Background: an optimization exercise with open tools, aiming at small area. Do not read the settings as production practice. Function was checked by simulation only, so behaviour that the tests miss may differ from the original. Power figures rest on the tool's default switching activity, not on a simulated workload. The clock port is modelled as an ideal driver; clocking choices that lean on that would not hold on a real chip.

## riscvCore
module riscvCore
#(
    parameter logic [31:0] resetAddress = '0
)
(
    input  logic clk,
    input  logic reset,
    output logic trap,
    output logic memEnable,
    output logic memWrite,
    output logic [31:0] memAddress,
    output logic [31:0] memWriteData,
    input  logic [31:0] memReadData,
    input  logic memReady
);
    logic [3:0] state;
    logic [3:0] nextState;
    logic [3:0] cnt;
    logic first;
    logic last;
    logic [31:2] ir;
    logic [31:0] mar;
    logic [31:0] mdr;
    logic carryMain;
    logic carryInc;
    logic pairAcc;
    logic flag;
    assign first = (cnt == 4'd0);
    assign last = (cnt == 4'd15);
    logic [4:0] op;
    logic [2:0] f3;
    logic isBranch, isJal, isJalr, isLoad, isStore, isLui, isAuipc;
    logic isAluOp, isOp, isShift, isSlt, isRight;
    logic rdZero, rs2Zero, tempInMdr;
    logic [3:0] shiftPairs;
    logic shiftOdd;
    logic legal;
    assign op = ir[6:2];
    assign f3 = ir[14:12];
    assign isBranch = op[4] & ~op[0];
    assign isJal = op[4] & op[1];
    assign isJalr = op[4] & op[0] & ~op[1];
    assign isLoad = ~op[4] & ~op[3] & ~op[2];
    assign isStore = ~op[4] & op[3] & ~op[2];
    assign isLui = ~op[4] & op[2] & op[0] & op[3];
    assign isAuipc = ~op[4] & op[2] & op[0] & ~op[3];
    assign isAluOp = ~op[4] & op[2] & ~op[0];
    assign isOp = isAluOp & op[3];
    assign isShift = isAluOp & (f3[1:0] == 2'b01);
    assign isSlt = isAluOp & (f3[2:1] == 2'b01);
    assign isRight = f3[2];
    assign rdZero = (ir[11:7] == 5'd0);
    assign rs2Zero = (ir[24:20] == 5'd0);
  ...
For scale: ~1100 flip-flops, roughly 100 I/O pins, roughly 27000 um^2 of cells after synthesis.
clock: 10.0 ns
lec_check: 0
abc_area: 1
cap_margin: 20
core_margin: 2
core_utilization: 60
gpl_routability_driven: 0
gpl_timing_driven: 0
slew_margin: 20
standard.sh (not shown) runs the stock make flow with config.mk's settings and CLKGATE_MAP_FILE= SYNTH_SCRIPT=/design/flow/synth_recipe.tcl, a recipe that flattens the netlist after the stock synthesis.
==> flow/flow/run.sh <==
#!/bin/bash
# Own layout flow: the standard flow (standard.sh, unchanged synthesis,
# floorplan, power grid and tap cells) with two changes to how the layout is
# made: the port buffers are the smallest buffer, and the clock tree uses
# small clock buffers with larger sink clusters and no dummy loads.
set -uo pipefail
export BUFFER_PORTS_ARGS="-buffer_cell sky130_fd_sc_hd__buf_1"
export CTS_ARGS="-sink_clustering_enable -repair_clock_nets -dont_use_dummy_load -buf_list sky130_fd_sc_hd__clkbuf_8 -sink_clustering_size 20 -sink_clustering_max_diameter 60"
bash standard.sh > standard.log 2>&1
Edit:
--- a/flow/flow/run.sh
+++ b/flow/flow/run.sh
@@ -7,3 +7,3 @@
 export BUFFER_PORTS_ARGS="-buffer_cell sky130_fd_sc_hd__buf_1"
-export CTS_ARGS="-sink_clustering_enable -repair_clock_nets -dont_use_dummy_load -buf_list sky130_fd_sc_hd__clkbuf_8 -sink_clustering_size 20 -sink_clustering_max_diameter 60"
+export CTS_ARGS="-sink_clustering_enable -repair_clock_nets -dont_use_dummy_load -buf_list sky130_fd_sc_hd__clkbuf_8 -sink_clustering_size 20 -sink_clustering_max_diameter 80"
 bash standard.sh > standard.log 2>&1
GPL_ROUTABILITY_DRIVEN = default   (was 0)
GPL_TIMING_DRIVEN = default   (was 0)
The changed run finished with timing, DRC and antenna clean.
Non-clock buffer count drops by 23.
Cell count drops by 0.95%.
Area after synthesis is unchanged.
Total power drops by 1.1%.
Setup slack improved by 0.73 ns.
Core utilization drops by 0.46 points.
Register-to-register slack improved by 0.73 ns.
Wire length climbs by 9.5%.
Edit:
--- a/flow/flow/run.sh
+++ b/flow/flow/run.sh
@@ -7,3 +7,3 @@
 export BUFFER_PORTS_ARGS="-buffer_cell sky130_fd_sc_hd__buf_1"
-export CTS_ARGS="-sink_clustering_enable -repair_clock_nets -dont_use_dummy_load -buf_list sky130_fd_sc_hd__clkbuf_8 -sink_clustering_size 20 -sink_clustering_max_diameter 80"
+export CTS_ARGS="-sink_clustering_enable -repair_clock_nets -dont_use_dummy_load -buf_list sky130_fd_sc_hd__clkbuf_16 -sink_clustering_size 36 -sink_clustering_max_diameter 60"
 bash standard.sh > standard.log 2>&1
=> Clock power rises by about 10%. Die area is unchanged. Synthesized cell count stays the same. Hold slack gets better by 0.031 ns.
Edit:
--- a/flow/flow/run.sh
+++ b/flow/flow/run.sh
@@ -7,3 +7,3 @@
 export BUFFER_PORTS_ARGS="-buffer_cell sky130_fd_sc_hd__buf_1"
-export CTS_ARGS="-sink_clustering_enable -repair_clock_nets -dont_use_dummy_load -buf_list sky130_fd_sc_hd__clkbuf_16 -sink_clustering_size 36 -sink_clustering_max_diameter 60"
+export CTS_ARGS="-sink_clustering_enable -repair_clock_nets -dont_use_dummy_load -buf_list sky130_fd_sc_hd__clkbuf_8 -sink_clustering_size 20 -sink_clustering_max_diameter 60"
 bash standard.sh > standard.log 2>&1
What happened: Global-route usage stays flat. Final cell count went up by about 0.9%. Via count is higher by 0.94%.
Edit:
--- a/flow/flow/run.sh
+++ b/flow/flow/run.sh
@@ -7,3 +7,3 @@
 export BUFFER_PORTS_ARGS="-buffer_cell sky130_fd_sc_hd__buf_1"
-export CTS_ARGS="-sink_clustering_enable -repair_clock_nets -dont_use_dummy_load -buf_list sky130_fd_sc_hd__clkbuf_8 -sink_clustering_size 20 -sink_clustering_max_diameter 60"
+export CTS_ARGS="-sink_clustering_enable -repair_clock_nets -dont_use_dummy_load -buf_list sky130_fd_sc_hd__clkbuf_16 -sink_clustering_size 36 -sink_clustering_max_diameter 40"
 bash standard.sh > standard.log 2>&1
Outcome: The new run completed with no timing, DRC or antenna violations; first-iteration DRC count goes up by 18%; total power goes up by 14%; die area is unchanged; via count goes up by 3.0%; wire length goes up by 10%; clock power goes up by 65%; sequential power goes up by about 0.8%; hold slack improved by 0.013 ns; final cell count goes up by 0.82%.

========
Setup of rev 12:
riscvCore, a different RTL version from the one above (not shown whole).
Size in the first run: roughly 1800 cells after synthesis, ~1100 flip-flops, ~100 I/O pins, about 27000 µm² of cells after synthesis.
export LEC_CHECK = 0
export ABC_AREA = 1
export CAP_MARGIN = 20
export CORE_MARGIN = 2
export CORE_UTILIZATION = 60
export SLEW_MARGIN = 20
create_clock -name core_clock -period 10.0 [get_ports {clk}]
==> flow/flow/run.sh <==
#!/bin/bash
# Own layout flow: the standard flow (standard.sh, unchanged synthesis,
# floorplan, power grid and tap cells) with two changes to how the layout is
# made: the port buffers are the smallest buffer, and the clock tree uses
# small clock buffers with larger sink clusters and no dummy loads.
set -uo pipefail
export BUFFER_PORTS_ARGS="-buffer_cell sky130_fd_sc_hd__buf_1"
export CTS_ARGS="-sink_clustering_enable -repair_clock_nets -dont_use_dummy_load -buf_list sky130_fd_sc_hd__clkbuf_8 -sink_clustering_size 22 -sink_clustering_max_diameter 45"
bash standard.sh > standard.log 2>&1
Rev 12 closes out successfully: all stages finished, all timing, DRC and antenna checks passed.
Edits applied to the flow inputs when going from rev 12 to rev 13:
-- flow/flow/run.sh --
<<< rev 12, line 7
export BUFFER_PORTS_ARGS="-buffer_cell sky130_fd_sc_hd__buf_1"
export CTS_ARGS="-sink_clustering_enable -repair_clock_nets -dont_use_dummy_load -buf_list sky130_fd_sc_hd__clkbuf_8 -sink_clustering_size 22 -sink_clustering_max_diameter 45"
bash standard.sh > standard.log 2>&1
>>> rev 13, line 7
export BUFFER_PORTS_ARGS="-buffer_cell sky130_fd_sc_hd__buf_1"
export CTS_ARGS="-sink_clustering_enable -repair_clock_nets -dont_use_dummy_load -buf_list sky130_fd_sc_hd__clkbuf_8 -sink_clustering_size 16 -sink_clustering_max_diameter 50"
bash standard.sh > standard.log 2>&1
Findings:
Relative to rev 12, the wire length measured on rev 13 has increased slightly.
Clock-net power of rev 13 exceeds that of rev 12 by a little under 10%.
Rev 13 vs rev 12: achievable clock frequency down slightly
Rev 13 -> rev 12: number of nets produced by synthesis delta 0, exact match
Rev 13: wire length of the first global-routing pass 950 µm above rev 12
In the metrics for rev 12 and rev 13, the one carrying the lower share of the cycle needed by the critical path after routing is rev 12.
Rev 13 vs rev 12: power up

==> what the ideal ports hide <==
In the flow no input, the clock included, has a driving cell. The finished layouts below were timed again as built, in two steps. Step 1, drivers: a clkbuf_16 drives clk and a buf_2 each remaining input, both assumed. Step 2, shift: input delay + t, output delay - t, t = (earliest + latest rising clock arrival at the registers) / 2. This alone moves slack from input paths to output paths. a / b / c = ideal ports / drivers / drivers and shift; a / b = the first two.
run	t (ns)	setup slack, ns	worst register clock-pin slew, ns	worst data-port slew with drivers (ns)
the first run of note 1	0.700	4.234 / 4.234 / 4.234	0.11 / 0.11	0.04
the second run of note 1	0.677	4.964 / 4.964 / 4.964	0.12 / 0.12	0.05
the third run of note 1	0.623	4.970 / 4.970 / 4.970	0.12 / 0.12	0.05
the fourth run of note 1	0.684	4.958 / 4.958 / 4.958	0.12 / 0.12	0.05
the fifth run of note 1	0.659	4.947 / 4.947 / 4.947	0.10 / 0.10	0.05
rev 12	0.674	5.452 / 5.452 / 5.452	0.12 / 0.12	0.05
rev 13	0.698	5.430 / 5.430 / 5.430	0.10 / 0.10	0.05
After both steps setup and hold are still met in every run listed.
